Source: an optimization exercise on an open RTL-to-GDS flow (aim: small area, a short achievable clock period and few clock cycles per item). Production flows keep margins and buffers that such runs may drop. Where RTL was checked, it was by simulation tests only, not by an equivalence proof against the original. Power is estimated from default activity; no workload was simulated.

==> v34: inputs <==
Design conv_pool, start of the top module:
module conv_pool (
	input  logic        clk,
	input  logic        rst_n,
	input  logic        enable,
	input  logic [7:0]  input_data,
	output logic        busy,
	input  logic        wb_cyc,
	input  logic        wb_stb,
	input  logic        wb_we,
	input  logic [3:0]  wb_adr,
	input  logic [7:0]  wb_dat_i,
	output logic        wb_ack,
	output logic [7:0]  wb_dat_o,
	output logic        res_wen,
	output logic [1:0]  res_addr,
	output logic [31:0] res_data,
	output logic [3:0]  res_bytemask,
	output logic        done
);
	logic       ack_q;
	logic [3:0] rdat_q;
	logic [5:0] wenc [9];
	logic [3:0] bias_q;
	logic [2:0] shift_q;
	logic [3:0] rdat;
	logic       access;
	logic [5:0] wdat_enc;
	assign access = wb_cyc && wb_stb && !ack_q;
	function automatic logic [3:0] wdec(input logic [5:0] e);
		wdec = {e[5], e[3] ^ e[2], e[2], e[0]};
	endfunction
	always_comb begin
		rdat = 4'h0;
		case (wb_adr)
			4'd0: rdat = wdec(wenc[0]);
			4'd1: rdat = wdec(wenc[1]);
			4'd2: rdat = wdec(wenc[2]);
			4'd3: rdat = wdec(wenc[3]);
  ...
clock: 10.0 ns
lec_check: 0
abc_area: 1
cap_margin: 20
core_margin: 2
core_utilization: 40
cts_buf_list: sky130_fd_sc_hd__clkbuf_8
cts_cluster_diameter: 50
cts_cluster_size: 18
slew_margin: 20
standard.sh (not shown) runs the stock make flow with config.mk's settings and CLKGATE_MAP_FILE= SYNTH_SCRIPT=/design/flow/synth_recipe.tcl, a recipe that flattens the netlist after the stock synthesis.
==> flow/flow/run.sh <==
#!/bin/bash
# The standard layout, with timing repair aimed at a tighter setup margin
# than the 10 ns clock needs (the SDC and clock period are unchanged)
bash standard.sh SETUP_SLACK_MARGIN=6.8 RECOVER_POWER=100 finish > standard.log 2>&1
==> v2 (differences from v34) <==
--- a/flow/design.v
+++ b/flow/design.v
@@ -19,16 +19,19 @@
 );
 	logic       ack_q;
 	logic [3:0] rdat_q;
 	logic [5:0] wenc [9];
 	logic [3:0] bias_q;
 	logic [2:0] shift_q;
 	logic [3:0] rdat;
 	logic       access;
+	logic       wr_q;
+	logic [3:0] wadr_q;
+	logic [3:0] wdat_q;
 	logic [5:0] wdat_enc;
 	assign access = wb_cyc && wb_stb && !ack_q;
 	function automatic logic [3:0] wdec(input logic [5:0] e);
 		wdec = {e[5], e[3] ^ e[2], e[2], e[0]};
 	endfunction
 	always_comb begin
 		rdat = 4'h0;
 		case (wb_adr)
@@ -41,39 +44,43 @@
 			4'd6: rdat = wdec(wenc[6]);
 			4'd7: rdat = wdec(wenc[7]);
 			4'd8: rdat = wdec(wenc[8]);
 			4'd9: rdat = bias_q;
 			4'd10: rdat = {1'b0, shift_q};
 			default: ;
 		endcase
 	end
-	assign wdat_enc = {wb_dat_i[3],
-		(wb_dat_i[3] & ~wb_dat_i[2] & ~wb_dat_i[1]) | (~wb_dat_i[3] & wb_dat_i[2] & wb_dat_i[1]),
-		wb_dat_i[2] ^ wb_dat_i[1],
-		wb_dat_i[1], wb_dat_i[1] & ~wb_dat_i[0], wb_dat_i[0]};
+	assign wdat_enc = {wdat_q[3],
+		(wdat_q[3] & ~wdat_q[2] & ~wdat_q[1]) | (~wdat_q[3] & wdat_q[2] & wdat_q[1]),
+		wdat_q[2] ^ wdat_q[1],
+		wdat_q[1], wdat_q[1] & ~wdat_q[0], wdat_q[0]};
 	always_ff @(posedge clk) begin
 		if (!rst_n) begin
 			for (int i = 0; i < 9; i++) wenc[i] <= 6'd0;
 			bias_q  <= 4'd0;
 			shift_q <= 3'd0;
 			ack_q   <= 1'b0;
+			wr_q    <= 1'b0;
 		end else begin
 			ack_q <= access;
-			if (access && wb_we) begin
+			wr_q  <= access && wb_we;
+			if (wr_q) begin
 				for (int i = 0; i < 9; i++) begin
-					if (wb_adr == 4'(i)) wenc[i] <= wdat_enc;
+					if (wadr_q == 4'(i)) wenc[i] <= wdat_enc;
 				end
-				if (wb_adr == 4'd9) bias_q <= wb_dat_i;
-				if (wb_adr == 4'd10) shift_q <= wb_dat_i[2:0];
+				if (wadr_q == 4'd9) bias_q <= wdat_q;
+				if (wadr_q == 4'd10) shift_q <= wdat_q[2:0];
 			end
 		end
 	end
 	always_ff @(posedge clk) begin
 		rdat_q <= rdat;
+		wadr_q <= wb_adr;
+		wdat_q <= wb_dat_i[3:0];
 	end
 	assign wb_ack   = ack_q;
 	assign wb_dat_o = {4'h0, rdat_q};
 	logic       run;
 	logic       busy_q;
 	logic [6:0] cnt;
 	logic [6:0] m;
 	logic       done_q;
@@ -1469,16 +1476,17 @@
 	always_ff @(posedge clk) begin
 		conv_q <= cs3_0 + cs3_1;
 	end
 	logic signed [14:0] sh;
 	logic signed [7:0]  q;
 	logic signed [7:0]  cm [3];    
 	logic signed [7:0]  cand;
 	logic signed [7:0]  mx;
+	logic [3:0]         ridx;      
 	logic        wen_q;
 	logic [7:0]  out_q;           
 	logic [1:0]  addr_q;
 	logic [3:0]  mask_q;
 	always_comb begin
 		sh = conv_q >>> shift_q;
 		if (sh > 15'sd127) q = 8'sd127;
 		else if (sh < -15'sd128) q = -8'sd128;
@@ -1490,30 +1498,26 @@
 	end
 	always_ff @(posedge clk) begin
 		out_q <= mx;
 		if (f_eo || f_oe) begin
 			cm[0] <= cm[1];
 			cm[1] <= cm[2];
 			cm[2] <= mx;
 		end
+		addr_q <= ridx[3:2];
+		mask_q <= ~(4'b1000 >> ridx[1:0]);
 	end
 	always_ff @(posedge clk) begin
 		if (!rst_n) begin
-			wen_q  <= 1'b1;
-			addr_q <= 2'd0;
-			mask_q <= 4'b0111;
+			wen_q <= 1'b1;
+			ridx  <= 4'd0;
 		end else begin
 			wen_q <= !f_oo;
-			if (!run) begin
-				addr_q <= 2'd0;
-				mask_q <= 4'b0111;
-			end else if (!wen_q) begin
-				mask_q <= {mask_q[0], mask_q[3:1]};
-				if (!mask_q[0]) addr_q <= addr_q + 2'd1;
-			end
+			if (!run) ridx <= 4'd0;
+			else if (f_oo) ridx <= ridx + 4'd1;
 		end
 	end
 	assign res_wen      = wen_q;
 	assign res_addr     = addr_q;
 	assign res_data     = {4{out_q}};
 	assign res_bytemask = mask_q;
 endmodule
==> flow/flow/run.sh (replaced) <==
#!/bin/bash
# The standard layout, with timing repair aimed at a tighter setup margin
# than the 10 ns clock needs (the SDC and clock period are unchanged)
bash standard.sh SETUP_SLACK_MARGIN=6.8 finish > standard.log 2>&1
==> v22 (differences from v34) <==
==> flow/flow/run.sh (replaced) <==
#!/bin/bash
# The standard layout, with timing repair aimed at a tighter setup margin
# than the 10 ns clock needs (the SDC and clock period are unchanged), and
# the smallest plain buffer on each port
bash standard.sh SETUP_SLACK_MARGIN=6.8 "BUFFER_PORTS_ARGS=-buffer_cell sky130_fd_sc_hd__buf_1" finish > standard.log 2>&1
==> impl_metrics.env <==
export IMPL_drv_slew=93
export IMPL_cts_resized=247
export IMPL_swShare=0.343
export IMPL_status="finished with violations"
export IMPL_cap_violations=2
export IMPL_pg_clk_mw=1.04
export IMPL_fin_area_mm2=0.0201
export IMPL_r2r_cells=21
export IMPL_ys_ff_latch=342
export IMPL_crit_arrival_ns=5.39
export IMPL_so_violations="max-capacitance violations, max-slew violations"
export IMPL_dp_cells=2456
export IMPL_ys_top_cells_by_area="dfxtp_1 (36%), fa_1 (17%), xor2_1 (8.4%), inv_1 (6.9%), ha_1 (5.4%)"
Source of the figures above: v34

==> impl_metrics.env <==
export IMPL_fin_area_mm2=0.0208
export IMPL_clkPwrFrac=0.314
export IMPL_yosysTopAreaCell="dfxtp_1"
export IMPL_drv_slew=0
export IMPL_critPathCapture="cs1_1_q[2]"
export IMPL_fp_row_count=78
export IMPL_crit_arrival_ns=3.72
export IMPL_fillCellCount=4304
export IMPL_cts_resized=301
export IMPL_viasPerCell=4.90
export IMPL_r2r_cells=13
export IMPL_grt_max_degree=68
export IMPL_maxPowerGroup="sequential cells"
export IMPL_dp_cells=2500
export IMPL_dr_wl_met3_um=2220
export IMPL_taps=600
export IMPL_status="finished clean"
export IMPL_ys_top_cells_by_area="dfxtp_1 (36%), fa_1 (17%), xor2_1 (8.2%), inv_1 (7.0%), ha_1 (5.5%)"
export IMPL_swShare=0.325
Source of the figures above: v2

==> impl_metrics.env <==
export IMPL_status="finished clean"
export IMPL_area_growth_pct=11.8
export IMPL_largest_registers="sr: 128 flops, wenc: 54 flops, cm: 24 flops"
export IMPL_swShare=0.350
export IMPL_dp_cells=2456
export IMPL_cts_resized=86
export IMPL_die_y_um=215
export IMPL_r2r_cells=13
export IMPL_cp_start_kind="register"
export IMPL_pg_clk_mw=1.05
export IMPL_cts_sinks=342
export IMPL_top_register="sr"
export IMPL_io_buffers=67
export IMPL_fin_area_mm2=0.0199
export IMPL_cts_tree="done"
export IMPL_drv_slew=0
export IMPL_ys_ff_latch=342
Source of the figures above: v22

Testbench counts of v34, summed over its fixed seeds: cycles 4,416, images 64.
Testbench counts of v22, summed over its fixed seeds: cycles 4,416, images 64.
For v2, only the layout was checked, not whether the RTL still works.

---

==> inputs of 03-10 <==
Another version of the RTL of conv_pool (not shown whole).
==> flow/config.mk <==
export PLATFORM = sky130hd
export DESIGN_NAME = conv_pool
export DESIGN_NICKNAME = conv_pool
export VERILOG_FILES = /design/flow/design.v
export SDC_FILE = /design/flow/constraint.sdc
export NUM_CORES = 4
export LEC_CHECK = 0
export ABC_AREA = 1
export CAP_MARGIN = 20
export CORE_MARGIN = 2
export CORE_UTILIZATION = 40
export CTS_BUF_LIST = sky130_fd_sc_hd__clkbuf_8
export CTS_CLUSTER_DIAMETER = 50
export CTS_CLUSTER_SIZE = 18
export SLEW_MARGIN = 20
export TNS_END_PERCENT = 10
==> flow/constraint.sdc <==
create_clock -name core_clock -period 10.0 [get_ports {clk}]
set_input_delay 2.0000 -clock core_clock [delete_from_list [all_inputs] [get_ports {clk}]]
set_output_delay 2.0000 -clock core_clock [all_outputs]
set_load 0.01 [all_outputs]
==> flow/flow/run.sh <==
#!/bin/bash
# The standard layout, with timing repair aimed at a tighter setup margin
# than the 10 ns clock needs (the SDC and clock period are unchanged), and
# the smallest plain buffer on each port
bash standard.sh SETUP_SLACK_MARGIN=6.8 "BUFFER_PORTS_ARGS=-buffer_cell sky130_fd_sc_hd__buf_1" finish > standard.log 2>&1
==> inputs of 05-05, as changes to 03-10 <==
==> flow/flow/run.sh (replaced) <==
#!/bin/bash
# The standard layout, with timing repair aimed at a tighter setup margin
# than the 10 ns clock needs (the SDC and clock period are unchanged), and
# the smallest plain buffer on each port
bash standard.sh SETUP_SLACK_MARGIN=7.0 "BUFFER_PORTS_ARGS=-buffer_cell sky130_fd_sc_hd__buf_1" finish > standard.log 2>&1
Settings changed: TNS_END_PERCENT 10 to unset.
==> qor summary <==
item	03-10	05-05
Hold Startpoint	sr[11][1]$_DFF_P_	sr[3][1]$_DFF_P_
Required @ worst endpoint	10.52 ns	8.00 ns
Slowest Stage Delay on Critical Path	0.54 ns	0.40 ns
Crit path max-delay cell type	sky130_fd_sc_hd__fa_1	sky130_fd_sc_hd__dfxtp_4
DR WL met2	19.7 mm	21.1 mm
Design internal power	2.35 mW	2.48 mW
Switching Share	34.7%	34.7%
Highest achievable clock rate	0.314 GHz	0.320 GHz
Status	complete, no violations	complete, no violations
Multi-input combinational cell area	0.00910 mm²	0.00979 mm²
Met3 routed wirelength	2.36 mm	2.37 mm
NumNets Final	2157	2185
Post-Route Hold Slack	0.319 ns	0.319 ns
Met1 WL	19.4 mm	20.0 mm
Worst-margin pin slew	1.08 ns	1.16 ns
Beginning of the worst register-to-register path	wenc[3][3]$_SDFFE_PN0P_	wenc[0][0]$_SDFFE_PN0P_
Comb power	0.933 mW	1.10 mW
Reg-to-reg endpoint	cs1_1_q[11]$_DFF_P_	cs0_1_q[4]$_DFF_P_
Testbench counts of 03-10, summed over its fixed seeds: cycles 4,416, images 64.
Testbench counts of 05-05, summed over its fixed seeds: cycles 4,416, images 64.

---

==> run P <==
conv_pool, a different RTL version from the one above (not shown whole).
export LEC_CHECK = 0
export ABC_AREA = 1
export CAP_MARGIN = 20
export CORE_MARGIN = 2
export CORE_UTILIZATION = 40
export SLEW_MARGIN = 20
create_clock -name core_clock -period 10.0 [get_ports {clk}]
run.sh (not shown) runs the stock make flow with config.mk's settings and CLKGATE_MAP_FILE= SYNTH_SCRIPT=/design/flow/synth_recipe.tcl, a recipe that flattens the netlist after the stock synthesis.
Stock flow here: none of the scripts above is used.
==> inputs of run A, as changes to run P <==
--- a/flow/design.v
+++ b/flow/design.v
@@ -78,45 +78,49 @@
 		wdat_q <= wb_dat_i[3:0];
 	end
 	assign wb_ack   = ack_q;
 	assign wb_dat_o = {4'h0, rdat_q};
 	logic       run;
 	logic       busy_q;
 	logic [6:0] cnt;
+	logic [6:0] m;
 	logic       done_q;
-	logic       qv;        
-	logic [5:0] qn;        
+	logic       cv;
+	logic       f_ee, f_eo, f_oe, f_oo;
+	assign m  = cnt - 7'd1;
+	assign cv = run && (cnt >= 7'd1) && (cnt <= 7'd64) && (m[5:4] != 2'd0) && (m[2:1] != 2'd0);
 	always_ff @(posedge clk) begin
 		if (!rst_n) begin
 			run    <= 1'b0;
 			busy_q <= 1'b1;
 			cnt    <= 7'd0;
 			done_q <= 1'b0;
-			qv     <= 1'b0;
+			f_ee   <= 1'b0;
+			f_eo   <= 1'b0;
+			f_oe   <= 1'b0;
+			f_oo   <= 1'b0;
 		end else begin
 			done_q <= run && (cnt == 7'd66);
-			qv     <= run && (cnt >= 7'd1) && (cnt <= 7'd64);
+			f_ee   <= cv && !m[3] && !m[0];
+			f_eo   <= cv && !m[3] && m[0];
+			f_oe   <= cv && m[3] && !m[0];
+			f_oo   <= cv && m[3] && m[0];
 			if (!run) begin
 				cnt <= 7'd0;
 				if (enable) begin
-					run <= 1'b1;
+					run    <= 1'b1;
 					busy_q <= 1'b0;
 				end
 			end else begin
 				cnt <= cnt + 7'd1;
-				if (cnt == 7'd63) begin
-							busy_q <= 1'b1;
-				end
+				if (cnt == 7'd63) busy_q <= 1'b1;
 				if (done_q) run <= 1'b0;
 			end
 		end
 	end
-	always_ff @(posedge clk) begin
-		qn <= 6'(cnt - 7'd1);
-	end
 	assign busy = busy_q;
 	assign done = done_q;
 	logic signed [7:0]  sr [16];    
 	logic signed [14:0] conv_q;
 	always_ff @(posedge clk) begin
 		sr[0] <= input_data;
 		for (int k = 1; k < 16; k++) sr[k] <= sr[k - 1];
@@ -1470,57 +1474,50 @@
 	assign cs3_1[13] = t3_n63;
 	assign cs3_1[14] = cs2_0_q[14];
 	always_ff @(posedge clk) begin
 		conv_q <= cs3_0 + cs3_1;
 	end
 	logic signed [14:0] sh;
 	logic signed [7:0]  q;
-	logic signed [7:0]  mrun;
-	logic signed [7:0]  colmax [3];
+	logic signed [7:0]  cm [3];    
 	logic signed [7:0]  cand;
 	logic signed [7:0]  mx;
-	logic [2:0]         cy, cx;     
-	logic               cvalid;
-	logic [1:0]         pc;         
-	logic [3:0]         k;          
+	logic [3:0]         ridx;      
 	logic        wen_q;
-	logic [7:0]  out_q;
+	logic [7:0]  out_q;           
 	logic [1:0]  addr_q;
 	logic [3:0]  mask_q;
-	assign cy     = qn[5:3] - 3'd2;
-	assign cx     = qn[2:0] - 3'd2;
-	assign cvalid = qv && (qn[5:4] != 2'd0) && (qn[2:1] != 2'd0);
-	assign pc     = cx[2:1];
-	assign k      = 4'(cy[2:1]) * 4'd3 + 4'(pc);
 	always_comb begin
 		sh = conv_q >>> shift_q;
 		if (sh > 15'sd127) q = 8'sd127;
 		else if (sh < -15'sd128) q = -8'sd128;
 		else q = sh[7:0];
-		if (!cx[0]) cand = cy[0] ? colmax[pc] : -8'sd128;
-		else cand = mrun;
+		if (f_oe) cand = cm[0];
+		else if (f_ee) cand = -8'sd128;
+		else cand = out_q;
 		mx = (q > cand) ? q : cand;
 	end
 	always_ff @(posedge clk) begin
-		if (cvalid) begin
-			if (!cx[0]) mrun <= mx;
-			if (cx[0] && !cy[0]) colmax[pc] <= mx;
-			if (cx[0] && cy[0]) begin
-				out_q  <= mx;
-				addr_q <= k[3:2];
-			end
+		out_q <= mx;
+		if (f_eo || f_oe) begin
+			cm[0] <= cm[1];
+			cm[1] <= cm[2];
+			cm[2] <= mx;
 		end
+		addr_q <= ridx[3:2];
+		mask_q <= ~(4'b1000 >> ridx[1:0]);
 	end
 	always_ff @(posedge clk) begin
 		if (!rst_n) begin
-			wen_q  <= 1'b1;
-			mask_q <= 4'hf;
+			wen_q <= 1'b1;
+			ridx  <= 4'd0;
 		end else begin
-			wen_q  <= !(cvalid && cx[0] && cy[0]);
-			mask_q <= ~(4'b1000 >> k[1:0]);
+			wen_q <= !f_oo;
+			if (!run) ridx <= 4'd0;
+			else if (f_oo) ridx <= ridx + 4'd1;
 		end
 	end
 	assign res_wen      = wen_q;
 	assign res_addr     = addr_q;
 	assign res_data     = {4{out_q}};
 	assign res_bytemask = mask_q;
 endmodule
==> flow/flow/run.sh (new file) <==
#!/bin/bash
# The standard layout, with timing repair aimed at a tighter setup margin
# than the 10 ns clock needs (the SDC and clock period are unchanged), and
# plain buffers on the ports
bash standard.sh SETUP_SLACK_MARGIN=6.6 "BUFFER_PORTS_ARGS=-buffer_cell sky130_fd_sc_hd__buf_2" finish > standard.log 2>&1
==> flow/standard.sh (new file) <==
#!/bin/bash
# synth_recipe.tcl (not shown) runs the flow's synth.tcl, then flattens the netlist and writes it again
# the make line also repeats each setting of config.mk as NAME=value (left out here)
make -C /OpenROAD-flow-scripts/flow DESIGN_CONFIG=/design/flow/config.mk WORK_HOME=/design/flow/orfs CLKGATE_MAP_FILE= SYNTH_SCRIPT=/design/flow/synth_recipe.tcl "${@:-finish}"
--- a/flow/config.mk
+++ b/flow/config.mk
@@ -5,8 +5,11 @@
 export SDC_FILE = /design/flow/constraint.sdc
 export NUM_CORES = 4
 export LEC_CHECK = 0
 export ABC_AREA = 1
 export CAP_MARGIN = 20
 export CORE_MARGIN = 2
 export CORE_UTILIZATION = 40
+export CTS_BUF_LIST = sky130_fd_sc_hd__clkbuf_8
+export CTS_CLUSTER_DIAMETER = 50
+export CTS_CLUSTER_SIZE = 18
 export SLEW_MARGIN = 20
removed: flow/run.sh
==> inputs of run E, as changes to run P <==
--- a/flow/design.v
+++ b/flow/design.v
@@ -78,45 +78,49 @@
 		wdat_q <= wb_dat_i[3:0];
 	end
 	assign wb_ack   = ack_q;
 	assign wb_dat_o = {4'h0, rdat_q};
 	logic       run;
 	logic       busy_q;
 	logic [6:0] cnt;
+	logic [6:0] m;
 	logic       done_q;
-	logic       qv;        
-	logic [5:0] qn;        
+	logic       cv;
+	logic       f_ee, f_eo, f_oe, f_oo;
+	assign m  = cnt - 7'd1;
+	assign cv = run && (cnt >= 7'd1) && (cnt <= 7'd64) && (m[5:4] != 2'd0) && (m[2:1] != 2'd0);
 	always_ff @(posedge clk) begin
 		if (!rst_n) begin
 			run    <= 1'b0;
 			busy_q <= 1'b1;
 			cnt    <= 7'd0;
 			done_q <= 1'b0;
-			qv     <= 1'b0;
+			f_ee   <= 1'b0;
+			f_eo   <= 1'b0;
+			f_oe   <= 1'b0;
+			f_oo   <= 1'b0;
 		end else begin
 			done_q <= run && (cnt == 7'd66);
-			qv     <= run && (cnt >= 7'd1) && (cnt <= 7'd64);
+			f_ee   <= cv && !m[3] && !m[0];
+			f_eo   <= cv && !m[3] && m[0];
+			f_oe   <= cv && m[3] && !m[0];
+			f_oo   <= cv && m[3] && m[0];
 			if (!run) begin
 				cnt <= 7'd0;
 				if (enable) begin
-					run <= 1'b1;
+					run    <= 1'b1;
 					busy_q <= 1'b0;
 				end
 			end else begin
 				cnt <= cnt + 7'd1;
-				if (cnt == 7'd63) begin
-							busy_q <= 1'b1;
-				end
+				if (cnt == 7'd63) busy_q <= 1'b1;
 				if (done_q) run <= 1'b0;
 			end
 		end
 	end
-	always_ff @(posedge clk) begin
-		qn <= 6'(cnt - 7'd1);
-	end
 	assign busy = busy_q;
 	assign done = done_q;
 	logic signed [7:0]  sr [16];    
 	logic signed [14:0] conv_q;
 	always_ff @(posedge clk) begin
 		sr[0] <= input_data;
 		for (int k = 1; k < 16; k++) sr[k] <= sr[k - 1];
@@ -1470,57 +1474,50 @@
 	assign cs3_1[13] = t3_n63;
 	assign cs3_1[14] = cs2_0_q[14];
 	always_ff @(posedge clk) begin
 		conv_q <= cs3_0 + cs3_1;
 	end
 	logic signed [14:0] sh;
 	logic signed [7:0]  q;
-	logic signed [7:0]  mrun;
-	logic signed [7:0]  colmax [3];
+	logic signed [7:0]  cm [3];    
 	logic signed [7:0]  cand;
 	logic signed [7:0]  mx;
-	logic [2:0]         cy, cx;     
-	logic               cvalid;
-	logic [1:0]         pc;         
-	logic [3:0]         k;          
+	logic [3:0]         ridx;      
 	logic        wen_q;
-	logic [7:0]  out_q;
+	logic [7:0]  out_q;           
 	logic [1:0]  addr_q;
 	logic [3:0]  mask_q;
-	assign cy     = qn[5:3] - 3'd2;
-	assign cx     = qn[2:0] - 3'd2;
-	assign cvalid = qv && (qn[5:4] != 2'd0) && (qn[2:1] != 2'd0);
-	assign pc     = cx[2:1];
-	assign k      = 4'(cy[2:1]) * 4'd3 + 4'(pc);
 	always_comb begin
 		sh = conv_q >>> shift_q;
 		if (sh > 15'sd127) q = 8'sd127;
 		else if (sh < -15'sd128) q = -8'sd128;
 		else q = sh[7:0];
-		if (!cx[0]) cand = cy[0] ? colmax[pc] : -8'sd128;
-		else cand = mrun;
+		if (f_oe) cand = cm[0];
+		else if (f_ee) cand = -8'sd128;
+		else cand = out_q;
 		mx = (q > cand) ? q : cand;
 	end
 	always_ff @(posedge clk) begin
-		if (cvalid) begin
-			if (!cx[0]) mrun <= mx;
-			if (cx[0] && !cy[0]) colmax[pc] <= mx;
-			if (cx[0] && cy[0]) begin
-				out_q  <= mx;
-				addr_q <= k[3:2];
-			end
+		out_q <= mx;
+		if (f_eo || f_oe) begin
+			cm[0] <= cm[1];
+			cm[1] <= cm[2];
+			cm[2] <= mx;
 		end
+		addr_q <= ridx[3:2];
+		mask_q <= ~(4'b1000 >> ridx[1:0]);
 	end
 	always_ff @(posedge clk) begin
 		if (!rst_n) begin
-			wen_q  <= 1'b1;
-			mask_q <= 4'hf;
+			wen_q <= 1'b1;
+			ridx  <= 4'd0;
 		end else begin
-			wen_q  <= !(cvalid && cx[0] && cy[0]);
-			mask_q <= ~(4'b1000 >> k[1:0]);
+			wen_q <= !f_oo;
+			if (!run) ridx <= 4'd0;
+			else if (f_oo) ridx <= ridx + 4'd1;
 		end
 	end
 	assign res_wen      = wen_q;
 	assign res_addr     = addr_q;
 	assign res_data     = {4{out_q}};
 	assign res_bytemask = mask_q;
 endmodule
==> flow/flow/run.sh (new file) <==
#!/bin/bash
# The standard layout, with timing repair aimed at a tighter setup margin
# than the 10 ns clock needs (the SDC and clock period are unchanged)
bash standard.sh SETUP_SLACK_MARGIN=6.6 finish > standard.log 2>&1
==> flow/standard.sh (new file) <==
#!/bin/bash
# synth_recipe.tcl (not shown) runs the flow's synth.tcl, then flattens the netlist and writes it again
# the make line also repeats each setting of config.mk as NAME=value (left out here)
make -C /OpenROAD-flow-scripts/flow DESIGN_CONFIG=/design/flow/config.mk WORK_HOME=/design/flow/orfs CLKGATE_MAP_FILE= SYNTH_SCRIPT=/design/flow/synth_recipe.tcl "${@:-finish}"
==> flow/config.mk (replaced) <==
export PLATFORM = sky130hd
export DESIGN_NAME = conv_pool
export DESIGN_NICKNAME = conv_pool
export VERILOG_FILES = /design/flow/design.v
export SDC_FILE = /design/flow/constraint.sdc
export NUM_CORES = 4
export LEC_CHECK = 0
export ABC_AREA = 1
export CAP_MARGIN = 20
export CORE_MARGIN = 2
export CORE_UTILIZATION = 65
export SLEW_MARGIN = 20
removed: flow/run.sh
==> inputs of run C, as changes to run P <==
--- a/flow/design.v
+++ b/flow/design.v
@@ -78,45 +78,49 @@
 		wdat_q <= wb_dat_i[3:0];
 	end
 	assign wb_ack   = ack_q;
 	assign wb_dat_o = {4'h0, rdat_q};
 	logic       run;
 	logic       busy_q;
 	logic [6:0] cnt;
+	logic [6:0] m;
 	logic       done_q;
-	logic       qv;        
-	logic [5:0] qn;        
+	logic       cv;
+	logic       f_ee, f_eo, f_oe, f_oo;
+	assign m  = cnt - 7'd1;
+	assign cv = run && (cnt >= 7'd1) && (cnt <= 7'd64) && (m[5:4] != 2'd0) && (m[2:1] != 2'd0);
 	always_ff @(posedge clk) begin
 		if (!rst_n) begin
 			run    <= 1'b0;
 			busy_q <= 1'b1;
 			cnt    <= 7'd0;
 			done_q <= 1'b0;
-			qv     <= 1'b0;
+			f_ee   <= 1'b0;
+			f_eo   <= 1'b0;
+			f_oe   <= 1'b0;
+			f_oo   <= 1'b0;
 		end else begin
 			done_q <= run && (cnt == 7'd66);
-			qv     <= run && (cnt >= 7'd1) && (cnt <= 7'd64);
+			f_ee   <= cv && !m[3] && !m[0];
+			f_eo   <= cv && !m[3] && m[0];
+			f_oe   <= cv && m[3] && !m[0];
+			f_oo   <= cv && m[3] && m[0];
 			if (!run) begin
 				cnt <= 7'd0;
 				if (enable) begin
-					run <= 1'b1;
+					run    <= 1'b1;
 					busy_q <= 1'b0;
 				end
 			end else begin
 				cnt <= cnt + 7'd1;
-				if (cnt == 7'd63) begin
-							busy_q <= 1'b1;
-				end
+				if (cnt == 7'd63) busy_q <= 1'b1;
 				if (done_q) run <= 1'b0;
 			end
 		end
 	end
-	always_ff @(posedge clk) begin
-		qn <= 6'(cnt - 7'd1);
-	end
 	assign busy = busy_q;
 	assign done = done_q;
 	logic signed [7:0]  sr [16];    
 	logic signed [14:0] conv_q;
 	always_ff @(posedge clk) begin
 		sr[0] <= input_data;
 		for (int k = 1; k < 16; k++) sr[k] <= sr[k - 1];
@@ -1470,57 +1474,50 @@
 	assign cs3_1[13] = t3_n63;
 	assign cs3_1[14] = cs2_0_q[14];
 	always_ff @(posedge clk) begin
 		conv_q <= cs3_0 + cs3_1;
 	end
 	logic signed [14:0] sh;
 	logic signed [7:0]  q;
-	logic signed [7:0]  mrun;
-	logic signed [7:0]  colmax [3];
+	logic signed [7:0]  cm [3];    
 	logic signed [7:0]  cand;
 	logic signed [7:0]  mx;
-	logic [2:0]         cy, cx;     
-	logic               cvalid;
-	logic [1:0]         pc;         
-	logic [3:0]         k;          
+	logic [3:0]         ridx;      
 	logic        wen_q;
-	logic [7:0]  out_q;
+	logic [7:0]  out_q;           
 	logic [1:0]  addr_q;
 	logic [3:0]  mask_q;
-	assign cy     = qn[5:3] - 3'd2;
-	assign cx     = qn[2:0] - 3'd2;
-	assign cvalid = qv && (qn[5:4] != 2'd0) && (qn[2:1] != 2'd0);
-	assign pc     = cx[2:1];
-	assign k      = 4'(cy[2:1]) * 4'd3 + 4'(pc);
 	always_comb begin
 		sh = conv_q >>> shift_q;
 		if (sh > 15'sd127) q = 8'sd127;
 		else if (sh < -15'sd128) q = -8'sd128;
 		else q = sh[7:0];
-		if (!cx[0]) cand = cy[0] ? colmax[pc] : -8'sd128;
-		else cand = mrun;
+		if (f_oe) cand = cm[0];
+		else if (f_ee) cand = -8'sd128;
+		else cand = out_q;
 		mx = (q > cand) ? q : cand;
 	end
 	always_ff @(posedge clk) begin
-		if (cvalid) begin
-			if (!cx[0]) mrun <= mx;
-			if (cx[0] && !cy[0]) colmax[pc] <= mx;
-			if (cx[0] && cy[0]) begin
-				out_q  <= mx;
-				addr_q <= k[3:2];
-			end
+		out_q <= mx;
+		if (f_eo || f_oe) begin
+			cm[0] <= cm[1];
+			cm[1] <= cm[2];
+			cm[2] <= mx;
 		end
+		addr_q <= ridx[3:2];
+		mask_q <= ~(4'b1000 >> ridx[1:0]);
 	end
 	always_ff @(posedge clk) begin
 		if (!rst_n) begin
-			wen_q  <= 1'b1;
-			mask_q <= 4'hf;
+			wen_q <= 1'b1;
+			ridx  <= 4'd0;
 		end else begin
-			wen_q  <= !(cvalid && cx[0] && cy[0]);
-			mask_q <= ~(4'b1000 >> k[1:0]);
+			wen_q <= !f_oo;
+			if (!run) ridx <= 4'd0;
+			else if (f_oo) ridx <= ridx + 4'd1;
 		end
 	end
 	assign res_wen      = wen_q;
 	assign res_addr     = addr_q;
 	assign res_data     = {4{out_q}};
 	assign res_bytemask = mask_q;
 endmodule
==> flow/flow/run.sh (new file) <==
#!/bin/bash
# The standard layout, with timing repair aimed at a tighter setup margin
# than the 10 ns clock needs (the SDC and clock period are unchanged)
bash standard.sh SETUP_SLACK_MARGIN=6.6 finish > standard.log 2>&1
==> flow/standard.sh (new file) <==
#!/bin/bash
# synth_recipe.tcl (not shown) runs the flow's synth.tcl, then flattens the netlist and writes it again
# the make line also repeats each setting of config.mk as NAME=value (left out here)
make -C /OpenROAD-flow-scripts/flow DESIGN_CONFIG=/design/flow/config.mk WORK_HOME=/design/flow/orfs CLKGATE_MAP_FILE= SYNTH_SCRIPT=/design/flow/synth_recipe.tcl "${@:-finish}"
--- a/flow/config.mk
+++ b/flow/config.mk
@@ -5,8 +5,11 @@
 export SDC_FILE = /design/flow/constraint.sdc
 export NUM_CORES = 4
 export LEC_CHECK = 0
 export ABC_AREA = 1
 export CAP_MARGIN = 20
 export CORE_MARGIN = 2
 export CORE_UTILIZATION = 40
+export CTS_BUF_LIST = sky130_fd_sc_hd__clkbuf_8
+export CTS_CLUSTER_DIAMETER = 60
+export CTS_CLUSTER_SIZE = 24
 export SLEW_MARGIN = 20
removed: flow/run.sh
==> qor summary <==
                                                                              run A                    run C              run E              run P
Length in cells of the worst reg-to-reg path                                      8                       10                 13                 18
Area enclosed by the die boundary                                       0.0476 mm^2              0.0476 mm^2        0.0296 mm^2        0.0489 mm^2
Worst setup path endpoint                                       cs1_0_q[11]$_DFF_P_       cs1_1_q[3]$_DFF_P_    res_bytemask[3]  mrun[3]$_DFFE_PP_
Run status                                                 timing/DRC/antenna clean  timing/DRC/antenna clean  timing/DRC/antenna clean  timing/DRC/antenna clean
Core Footprint                                                          0.0453 mm^2              0.0453 mm^2        0.0278 mm^2        0.0466 mm^2
Number of iterations in the first detailed-routing pass                           8                        6                  6                  5
R2R setup slack                                                             6.70 ns                  6.71 ns            6.65 ns            5.95 ns
Switching part of the total power                                             0.324                    0.329              0.285              0.271
HPWL after DPL                                                             32700 um                 33000 um           31900 um           34300 um
GRT met3 Usage                                                               0.0285                   0.0309             0.0449             0.0329
Initial core utilization                                                      0.405                    0.405              0.660              0.405
Total number of sequential cells                                                355                      355                355                362
Count of distinct cell types in the synthesized netlist                          45                       45                 45                 39
Crit path buf inv count                                                           2                        3                  1                  4
Layout non-clock buf frac                                                    0.0242                   0.0341             0.0359             0.0325
Beginning of the critical path                              wenc[3][3]$_SDFFE_PN0P_  wenc[3][0]$_SDFFE_PN0P_  mask_q[3]$_DFF_P_      qn[1]$_DFF_P_
Count of flip-flops with a built-in enable after synthesis                       24                       24                 24                 42
Testbench counts of run A, summed over its fixed seeds: cycles 4,416, images 64.
Testbench counts of run E, summed over its fixed seeds: cycles 4,416, images 64.
Testbench counts of run C, summed over its fixed seeds: cycles 4,416, images 64.
No functional check of the RTL was part of run P.

==> re-timing with driven ports <==
Ports are ideal in the flow. The routed layouts listed here were re-timed in OpenROAD.
Step 1 assumes that a clkbuf_16 drives the clock port and a buf_2 every other input.
Step 2 moves the port delays by t, midway between the first and last clock arrival at a register: inputs arrive t later, outputs are due t later. That takes back most of the time a late clock gives input paths.
Slacks: ideal / step 1 / step 2; pairs: ideal / step 1.
run	t (ns)	setup slack, ns	clock arrival spread, ns	worst slew at a driven data input, ns	cell pins on the clock port's net
v34	0.619	5.116 / 5.144 / 4.525	0.040 / 0.040	0.10	1
v2	0.677	6.805 / 6.779 / 6.170	0.051 / 0.051	0.10	1
v22	0.654	6.757 / 6.757 / 6.298	0.038 / 0.038	0.13	1
03-10	0.651	6.815 / 6.789 / 6.326	0.040 / 0.041	0.08	1
05-05	0.661	6.872 / 6.821 / 6.340	0.032 / 0.031	0.10	1
run P	0.607	5.952 / 5.952 / 5.952	0.021 / 0.020	0.03	1
run A	0.661	6.696 / 6.696 / 6.500	0.046 / 0.045	0.08	1
run E	0.579	6.639 / 6.585 / 6.270	0.022 / 0.022	0.07	1
run C	0.661	6.707 / 6.667 / 6.142	0.035 / 0.035	0.07	1
The setup slack of v2, which loses most, moves by -0.026 ns with the drivers and by -0.635 ns with both steps.
